From an optimization exercise on the open Yosys and OpenROAD flow, aimed at small area and a short achievable clock period; shortcuts taken in it are not production practice.
Function was checked by simulation only, so behaviour that the tests miss may differ from the original.

==> flow/design.v <==
package dynaq_data_pkg;
  typedef logic [6-1:0] location_t;
  typedef logic signed [11-1:0] reward_t;
  typedef logic signed [64-1:0] qvalue_t;
endpackage
package dynaq_policy_pkg;
  typedef logic [1:0] action_t;
  typedef logic [17-1:0] epsilon_t;
  typedef logic [10-1:0] step_t;
  typedef logic [17-1:0] rand_t;
endpackage
`timescale 1ns/100ps
module state_capture (
  input  logic                        clk,
  input  logic                        reset,
  input  logic                        qvalue_en,
  input  logic                        reward_en,
  input  logic                        current_location_en,
  input  logic                        next_location_en,
  input  logic                        location_select,
  input  dynaq_data_pkg::location_t   start_location,
  input  dynaq_data_pkg::location_t   env_next_location,
  input  dynaq_data_pkg::qvalue_t     qvalue_0,
  input  dynaq_data_pkg::qvalue_t     qvalue_1,
  input  dynaq_data_pkg::qvalue_t     qvalue_2,
  input  dynaq_data_pkg::qvalue_t     qvalue_3,
  input  dynaq_data_pkg::reward_t     reward,
  output dynaq_data_pkg::location_t   current_location,
  output dynaq_data_pkg::location_t   next_location,
  output dynaq_data_pkg::qvalue_t     q_0,
  output dynaq_data_pkg::qvalue_t     q_1,
  output dynaq_data_pkg::qvalue_t     q_2,
  output dynaq_data_pkg::qvalue_t     q_3,
  output dynaq_data_pkg::reward_t     reward_q
);
  dynaq_data_pkg::location_t current_location_d;
  dynaq_data_pkg::location_t next_location_d;
  assign current_location_d = location_select ? next_location : start_location;
  assign next_location_d    = location_select ? env_next_location : start_location;
  always_ff @(posedge clk or negedge reset) begin
    if (!reset) begin
      q_0 <= '0;
      q_1 <= '0;
      q_2 <= '0;
      q_3 <= '0;
    end else if (qvalue_en) begin
      q_0 <= qvalue_0;
      q_1 <= qvalue_1;
      q_2 <= qvalue_2;
      q_3 <= qvalue_3;
    end
  end
  always_ff @(posedge clk or negedge reset) begin
    if (!reset) begin
      reward_q <= '0;
    end else if (reward_en) begin
      reward_q <= reward;
    end
  end
  always_ff @(posedge clk or negedge reset) begin
    if (!reset) begin
      current_location <= '0;
      next_location    <= '0;
    end else begin
      if (current_location_en)
        current_location <= current_location_d;
      if (next_location_en)
        next_location <= next_location_d;
    end
  end
endmodule
`timescale 1ns/100ps
module q_update (
  input  logic                          clk,
  input  logic                          reset,
  input  logic                          max_en,
  input  logic                          g_en,
  input  logic                          g_select,
  input  dynaq_data_pkg::qvalue_t       q_0,
  input  dynaq_data_pkg::qvalue_t       q_1,
  input  dynaq_data_pkg::qvalue_t       q_2,
  input  dynaq_data_pkg::qvalue_t       q_3,
  input  dynaq_data_pkg::reward_t       reward_q,
  output dynaq_policy_pkg::action_t     greedy_action,
  output dynaq_data_pkg::qvalue_t       qtable_data
);
  localparam dynaq_data_pkg::qvalue_t gamma_q = dynaq_data_pkg::qvalue_t'(55705);
  dynaq_data_pkg::qvalue_t max_01;
  dynaq_data_pkg::qvalue_t max_23;
  dynaq_data_pkg::qvalue_t max_value;
  dynaq_data_pkg::qvalue_t max_q;
  dynaq_data_pkg::qvalue_t reward_ext;
  dynaq_data_pkg::qvalue_t product;
  dynaq_data_pkg::qvalue_t sum;
  logic    pick_1;
  logic    pick_3;
  logic    pick_hi;
  logic signed [2*64-1:0] product_full;
  logic signed [2*64-1:0] product_shift;
  assign pick_1  = q_1 > q_0;
  assign pick_3  = q_3 > q_2;
  assign max_01  = pick_1 ? q_1 : q_0;
  assign max_23  = pick_3 ? q_3 : q_2;
  assign pick_hi = max_23 > max_01;
  assign max_value     = pick_hi ? max_23 : max_01;
  assign greedy_action = pick_hi ? {1'b1, pick_3} : {1'b0, pick_1};
  assign product_full  = max_q * gamma_q;
  assign product_shift = product_full >>> 16;
  assign product       = product_shift[64-1:0];
  assign reward_ext = dynaq_data_pkg::qvalue_t'(reward_q);
  assign sum        = (reward_ext <<< 16) + qtable_data;
  always_ff @(posedge clk or negedge reset) begin
    if (!reset) begin
      max_q <= '0;
    end else if (max_en) begin
      max_q <= max_value;
    end
  end
  always_ff @(posedge clk or negedge reset) begin
    if (!reset) begin
      qtable_data <= '0;
    end else if (g_en) begin
      qtable_data <= g_select ? sum : product;
    end
  end
endmodule
`timescale 1ns/100ps
module action_select (
  input  logic                          clk,
  input  logic                          reset,
  input  logic                          rng_en,
  input  logic                          action_en,
  input  dynaq_policy_pkg::action_t     greedy_action,
  input  dynaq_policy_pkg::epsilon_t    epsilon,
  output dynaq_policy_pkg::action_t     action
);
  dynaq_policy_pkg::rand_t   lfsr;
  logic    feedback;
  logic    explore;
  dynaq_policy_pkg::action_t random_action;
  dynaq_policy_pkg::action_t next_action;
  assign feedback = lfsr[16] ^ lfsr[13];
  assign explore       = dynaq_policy_pkg::epsilon_t'(lfsr[6:0]) < epsilon;
  assign random_action = lfsr[8:7];
  assign next_action   = explore ? random_action : greedy_action;
  always_ff @(posedge clk or negedge reset) begin
    if (!reset) begin
      lfsr <= dynaq_policy_pkg::rand_t'(1);
    end else if (rng_en) begin
      lfsr <= {lfsr[15:0], feedback};
    end
  end
  always_ff @(posedge clk or negedge reset) begin
    if (!reset) begin
      action <= '0;
    end else if (action_en) begin
      action <= next_action;
    end
  end
endmodule
`timescale 1ns/100ps
module episode_control (
  input  logic                          clk,
  input  logic                          reset,
  input  logic                          step_en,
  input  logic                          step_select,
  input  logic                          epsilon_decay_en,
  input  logic                          episode_end,
  input  dynaq_data_pkg::reward_t       reward_q,
  output dynaq_policy_pkg::step_t       step_count,
  output dynaq_policy_pkg::epsilon_t    epsilon,
  output logic                          done,
  output logic                          completed
);
  dynaq_policy_pkg::step_t    step_next;
  logic     goal;
  dynaq_policy_pkg::epsilon_t epsilon_dec;
  assign step_next = step_count + dynaq_policy_pkg::step_t'(1);
  assign goal = &reward_q[11-2:0];
  assign done = goal || (step_next == dynaq_policy_pkg::step_t'(1023));
  assign epsilon_dec = (epsilon < dynaq_policy_pkg::epsilon_t'(10)) ? '0
                     : epsilon - dynaq_policy_pkg::epsilon_t'(10);
  always_ff @(posedge clk or negedge reset) begin
    if (!reset) begin
      step_count <= '0;
    end else if (step_en) begin
      step_count <= step_select ? step_next : '0;
    end
  end
  always_ff @(posedge clk or negedge reset) begin
    if (!reset) begin
      epsilon <= dynaq_policy_pkg::epsilon_t'(120);
    end else if (epsilon_decay_en && goal) begin
      epsilon <= epsilon_dec;
    end
  end
  always_ff @(posedge clk or negedge reset) begin
    if (!reset) begin
      completed <= 1'b0;
    end else if ((epsilon == '0) && done && episode_end) begin
      completed <= 1'b1;
    end
  end
endmodule
`timescale 1ns/100ps
module dynaq_datapath (
  input  logic                          clk,
  input  logic                          reset,
  input  logic                          qvalue_en,
  input  logic                          reward_en,
  input  logic                          current_location_en,
  input  logic                          next_location_en,
  input  logic                          location_select,
  input  logic                          max_en,
  input  logic                          g_en,
  input  logic                          g_select,
  input  logic                          rng_en,
  input  logic                          action_en,
  input  logic                          step_en,
  input  logic                          step_select,
  input  logic                          epsilon_decay_en,
  input  logic                          episode_end,
  input  dynaq_data_pkg::location_t     start_location,
  input  dynaq_data_pkg::location_t     env_next_location,
  input  dynaq_data_pkg::qvalue_t       qvalue_0,
  input  dynaq_data_pkg::qvalue_t       qvalue_1,
  input  dynaq_data_pkg::qvalue_t       qvalue_2,
  input  dynaq_data_pkg::qvalue_t       qvalue_3,
  input  dynaq_data_pkg::reward_t       reward,
  output dynaq_data_pkg::location_t     current_location,
  output dynaq_data_pkg::location_t     next_location,
  output dynaq_policy_pkg::step_t       step_count,
  output dynaq_data_pkg::qvalue_t       qtable_data,
  output dynaq_policy_pkg::action_t     action,
  output logic                          done,
  output logic                          completed
);
  dynaq_data_pkg::qvalue_t  q_0;
  dynaq_data_pkg::qvalue_t  q_1;
  dynaq_data_pkg::qvalue_t  q_2;
  dynaq_data_pkg::qvalue_t  q_3;
  dynaq_data_pkg::reward_t  reward_q;
  dynaq_policy_pkg::action_t  greedy_action;
  dynaq_policy_pkg::epsilon_t epsilon;
  state_capture u_state_capture (
    .clk                 (clk),
    .reset               (reset),
    .qvalue_en           (qvalue_en),
    .reward_en           (reward_en),
    .current_location_en (current_location_en),
    .next_location_en    (next_location_en),
    .location_select     (location_select),
    .start_location      (start_location),
    .env_next_location   (env_next_location),
    .qvalue_0            (qvalue_0),
    .qvalue_1            (qvalue_1),
    .qvalue_2            (qvalue_2),
    .qvalue_3            (qvalue_3),
    .reward              (reward),
    .current_location    (current_location),
    .next_location       (next_location),
    .q_0                 (q_0),
    .q_1                 (q_1),
    .q_2                 (q_2),
    .q_3                 (q_3),
    .reward_q            (reward_q)
  );
  q_update u_q_update (
    .clk           (clk),
    .reset         (reset),
    .max_en        (max_en),
    .g_en          (g_en),
    .g_select      (g_select),
    .q_0           (q_0),
    .q_1           (q_1),
    .q_2           (q_2),
    .q_3           (q_3),
    .reward_q      (reward_q),
    .greedy_action (greedy_action),
    .qtable_data   (qtable_data)
  );
  action_select u_action_select (
    .clk           (clk),
    .reset         (reset),
    .rng_en        (rng_en),
    .action_en     (action_en),
    .greedy_action (greedy_action),
    .epsilon       (epsilon),
    .action        (action)
  );
  episode_control u_episode_control (
    .clk              (clk),
    .reset            (reset),
    .step_en          (step_en),
    .step_select      (step_select),
    .epsilon_decay_en (epsilon_decay_en),
    .episode_end      (episode_end),
    .reward_q         (reward_q),
    .step_count       (step_count),
    .epsilon          (epsilon),
    .done             (done),
    .completed        (completed)
  );
endmodule
==> flow/run.sh <==
#!/bin/bash
# synth_recipe.tcl (not shown) runs the flow's synth.tcl, then flattens the netlist and writes it again
# the make line also repeats each setting of config.mk as NAME=value (left out here)
make -C /OpenROAD-flow-scripts/flow DESIGN_CONFIG=/design/flow/config.mk WORK_HOME=/design/flow/orfs CLKGATE_MAP_FILE= SYNTH_SCRIPT=/design/flow/synth_recipe.tcl finish
==> flow/config.mk <==
export PLATFORM = sky130hd
export DESIGN_NAME = dynaq_datapath
export DESIGN_NICKNAME = dynaq_datapath
export VERILOG_FILES = /design/flow/design.v
export SDC_FILE = /design/flow/constraint.sdc
export NUM_CORES = 4
export LEC_CHECK = 0
export CAP_MARGIN = 20
export CORE_MARGIN = 2
export CORE_UTILIZATION = 40
export PLACE_DENSITY = 0.6
export SLEW_MARGIN = 20
==> flow/constraint.sdc <==
create_clock -name core_clock -period 7.5 [get_ports {clk}]
set_input_delay 1.5000 -clock core_clock [delete_from_list [all_inputs] [get_ports {clk}]]
set_output_delay 1.5000 -clock core_clock [all_outputs]
set_load 0.01 [all_outputs]
==> flow_summary.toml <==
[setup_path]
worst_path_most_repeated_cell = "nand4_1"
cpPeakStageDelay_ns = 0.66
critical_path.cell_chain = "ha_1 > nand4_1 > nor4_1 > or4b_1 > nor2_2 > o311ai_1 > nand4_1 > mux2i_4 > buf_12 > mux2i_1 > ha_1 > nand4_1 > nor4_1 > and3_1 > nor3b_1 > a221oi_2 > xnor2_1 > a21oi_4 > buf_12 > mux2_1 > mux2i_1"
worst_ep_arrival_time_ns = 7.77
path_max_fanout = 34
cp_slowest_cell = "mux2i_4"
startpoint_type = "flop"
cp_top_family = "simple AND/OR/NAND/NOR gates"
reg2reg_from = "u_state_capture.q_1[63]$_DFFE_PN0P_"
worstPathRequired_ns = 8.08
path_buf_inv = 2
critPathLaunch = "u_state_capture.q_1[63]$_DFFE_PN0P_"
end_kind = "flop"
crit_type = "reg2reg"

[drt]
routed_wl_mm = 131
wl_per_cell_um = 19.9
drt-initial-drc-count = 2528
firstDrtPassIters = 6
drc = 0
via_per_inst = 5.19
num_vias = 34000
postRouteAntennaNets = 0

[job]
cap_violations = 0

[cells_and_area]
antenna_cells = 0
syn2layout_area_growth_pct = 16.4
final_nets = 6296
multi_input_area_um2 = 30300
design_area_um2 = 53100
fillers = 10600
drive_gt1_frac = 0.0762
seqCellArea_um2 = 11300

[grt]
grt_first_pass_wirelength_mm = 204
grtUsageTotal = 0.224
antenna_found_initial = 0
overflow = 0
grt_pass1_vias = 35200
grt_start_max_net_pins = 167

[clock_tree]
cts_setup_buffers = 0
h-tree-depth = 2
cts-root-buf = "clkbuf_16"
cts.sinks = 453
cts_resized = 0
clk_pin_slew_ns = 0.06
clk_latency_ns = 0.68
cts_buffers = 57
cts_tree = "yes"
cts_hold_buf = 0
clock_tree.buffer_depth = 3

[timing]
slew_headroom = 0.363
rsz0062_at_grt = "false"
min_period_over_period = 0.958
final.setup_skew_ns = 0.0304
setup_ws_ns = 0.312
setup_viol = 0
max_freq_mhz = 139
setup_tns_ns = 0
max_slew.worst_pin.slew_ns = 0.955
hold_viol = 0
maxSlewViolCount = 0
fin_crit_ns = 7.19

[worst_hold_path]
min_from = "u_episode_control.completed$_DFFE_PN0P_"
min_path_type = "reg2reg"

[synthesis]
seq_area_frac_synth = 0.249
synth_seq_cells = 453
syn_nets = 5968
ys.warnings.count = 4
ys.flop_type = "dfrtp_1"
synth_area_per_cell_um2 = 9.76
synth.cell_area_um2 = 45600
synth_edf_count = 0
ys_async_sr_fraction = 1.00
syn_inst = 4678
synth_cell_types = 80

[placement]
dpl_cell_area_um2 = 51100
gp_congestion = 0.927
dpl.hpwl_mm = 109
pre_cts_ws_ns = 0.276
portBuffers = 384

[floorplanning]
rows = 123
core_um2 = 113000
die_y_um = 342
die_w_um = 342
start_util = 0.405
die_area_um2 = 117000
io_pins = 385

[status]
status = "finished clean"
cells by family (layout without fill, tap and decap cells):
logic type      Yosys count  count (layout)  share of synthesized area
buf+inv                1070            1447                     0.0895
fa+ha+maj               995             995                      0.345
compound gates          880             880                      0.118
simple gates            744             744                     0.0779
flops                   453             453                      0.249
mux                     428             428                      0.100
xor+xnor                108             108                     0.0207
final timing paths:
path / depth (start not counted) / endpoint / slack (ns)
setup / recovery: 21 / u_q_update.max_q[62]$_DFFE_PN0P_ / 0.31
hold / removal: 1 / u_episode_control.completed$_DFFE_PN0P_ / 0.48
setup reg to reg: 21 / u_q_update.max_q[62]$_DFFE_PN0P_ / 0.31
hold reg to reg: 1 / u_episode_control.completed$_DFFE_PN0P_ / 0.48
max in group asynchronous: 2 / u_state_capture.q_1[40]$_DFFE_PN0P_ / 5.33
min in group asynchronous: 1 / u_q_update.qtable_data[52]$_DFFE_PN0P_ / 0.82
cell usage after synthesis (11+ instances only):
library cell / number / area, um2
inv_1: 919 / 3450
ha_1: 554 / 6930
dfrtp_1: 448 / 11200
fa_1: 441 / 8830
nand2_1: 270 / 1010
a21oi_1: 260 / 1300
o21ai_0: 259 / 1300
mux2_2: 221 / 2490
mux2i_1: 205 / 2050
nor2_1: 160 / 601
a21o_1: 150 / 1130
clkbuf_1: 123 / 462
nand4_1: 81 / 507
xnor2_1: 78 / 683
nand3_1: 44 / 220
nor3_1: 35 / 175
nor2b_1: 32 / 200
xor2_1: 30 / 263
and3_1: 24 / 150
o21bai_1: 23 / 173
o21a_1: 19 / 143
nand2b_1: 18 / 113
a31oi_1: 16 / 100
buf_2: 14 / 70.1
o22ai_1: 14 / 87.6
o211ai_1: 13 / 97.6
a211oi_1: 12 / 90.1
nor4_1: 12 / 75.1
a221oi_1: 11 / 96.3
and2_1: 11 / 68.8
registers in the layout (all words and copies together) (netlist names), 10 cells and up:
name / count
u_action_select.lfsr: 17
u_episode_control.epsilon: 16
u_episode_control.step_count: 10
u_q_update.max_q: 64
u_q_update.qtable_data: 64
u_state_capture.q_0: 64
u_state_capture.q_1: 64
u_state_capture.q_2: 64
u_state_capture.q_3: 64
u_state_capture.reward_q: 11
worst reg2reg max path, cell delays in order (launching register included):
cell      delay (ns)
dfrtp_1         0.39
ha_1            0.42
nand4_1         0.17
nor4_1          0.47
or4b_1          0.56
nor2_2          0.23
o311ai_1        0.22
nand4_1         0.23
mux2i_4         0.66
buf_12          0.31
mux2i_1         0.44
ha_1            0.20
nand4_1         0.11
nor4_1          0.63
and3_1          0.31
nor3b_1         0.48
a221oi_2        0.13
xnor2_1         0.18
a21oi_4         0.20
buf_12          0.27
mux2_1          0.39
mux2i_1         0.12
layout by cell type (no fill, tap or decap), drive strengths merged, types with 8 or more instances in the layout:
cell and count:
inv 921, ha 554, dfrtp 448, fa 441, clkdlybuf4s50 379, nand2 270
o21ai 268, a21oi 262, mux2 223, mux2i 205, nor2 161, a21o 150
nand4 81, clkbuf 80, xnor2 78, nand3 44, buf 40, nor3 35
nor2b 32, xor2 30, and3 24, o21bai 23, clkinv 20, o21a 19
nand2b 18, a31oi 16, o22ai 14, o211ai 13, a221oi 13, nor4 12
a211oi 12, and2 11, and4 10, o31ai 10, or3 10, or2 9
o221ai 8, a21boi 8
metal layers:
layer | global-route usage | vias to the layer above | wire, um
li1 | - | 16300 | -
met1 | 0.332 | 16700 | 63700
met2 | 0.353 | 900 | 58000
met3 | 0.0298 | 119 | 6780
met4 | 0.0396 | 0 | 2130
met5 | 0 | - | 0
per-stage QoR:
| step | hold slack (ns) | cells | util |
|---|---|---|---|
| after detailed placement | 0.469 | 6447 | 0.453 |
| after global placement | 0.457 | 6447 | 0.453 |
| after CTS | 0.484 | 6555 | 0.471 |
| final | 0.479 | 6555 | 0.471 |
| after floorplan | 0.460 | 4678 | - |
| after global routing | 0.502 | 6555 | 0.471 |
area by class of cell:
| type | count | area share |
|---|---|---|
| Timing Repair Buffer | 419 | 0.0791 |
| Inverter | 920 | 0.0650 |
| Clock inverter | 28 | 0.00646 |
| Clock buffer | 80 | 0.0307 |
| Tap cell | 1500 | 0.0353 |
| Multi-Input combinational cell | 3155 | 0.570 |
| Sequential cell | 453 | 0.214 |

## port drivers added, routing unchanged
The flow's constraints put no driver on any port. The routed layout listed below was extracted and timed again, unchanged, in two steps.
Step 1: set_driving_cell puts a clkbuf_16 on clk and a buf_2 on each other input, an assumption about the parent block.
Step 2 adds t to the input delays and takes it off the output delays; t is the mean of the earliest and latest rising clock arrival at the registers after step 1. Input paths then give back, and output paths get back, about the clock's delay inside the block.
Three values: ideal, step 1, step 2; two values: the first two.
shift t [ns]: 0.730
setup slack, ns: 0.312 / 0.312 / 0.312
pins driven straight from the clock port: 1
After both steps setup and hold are still met in this run. The setup slack of this run moves by 0.000 ns with the drivers and by 0.000 ns with both steps.
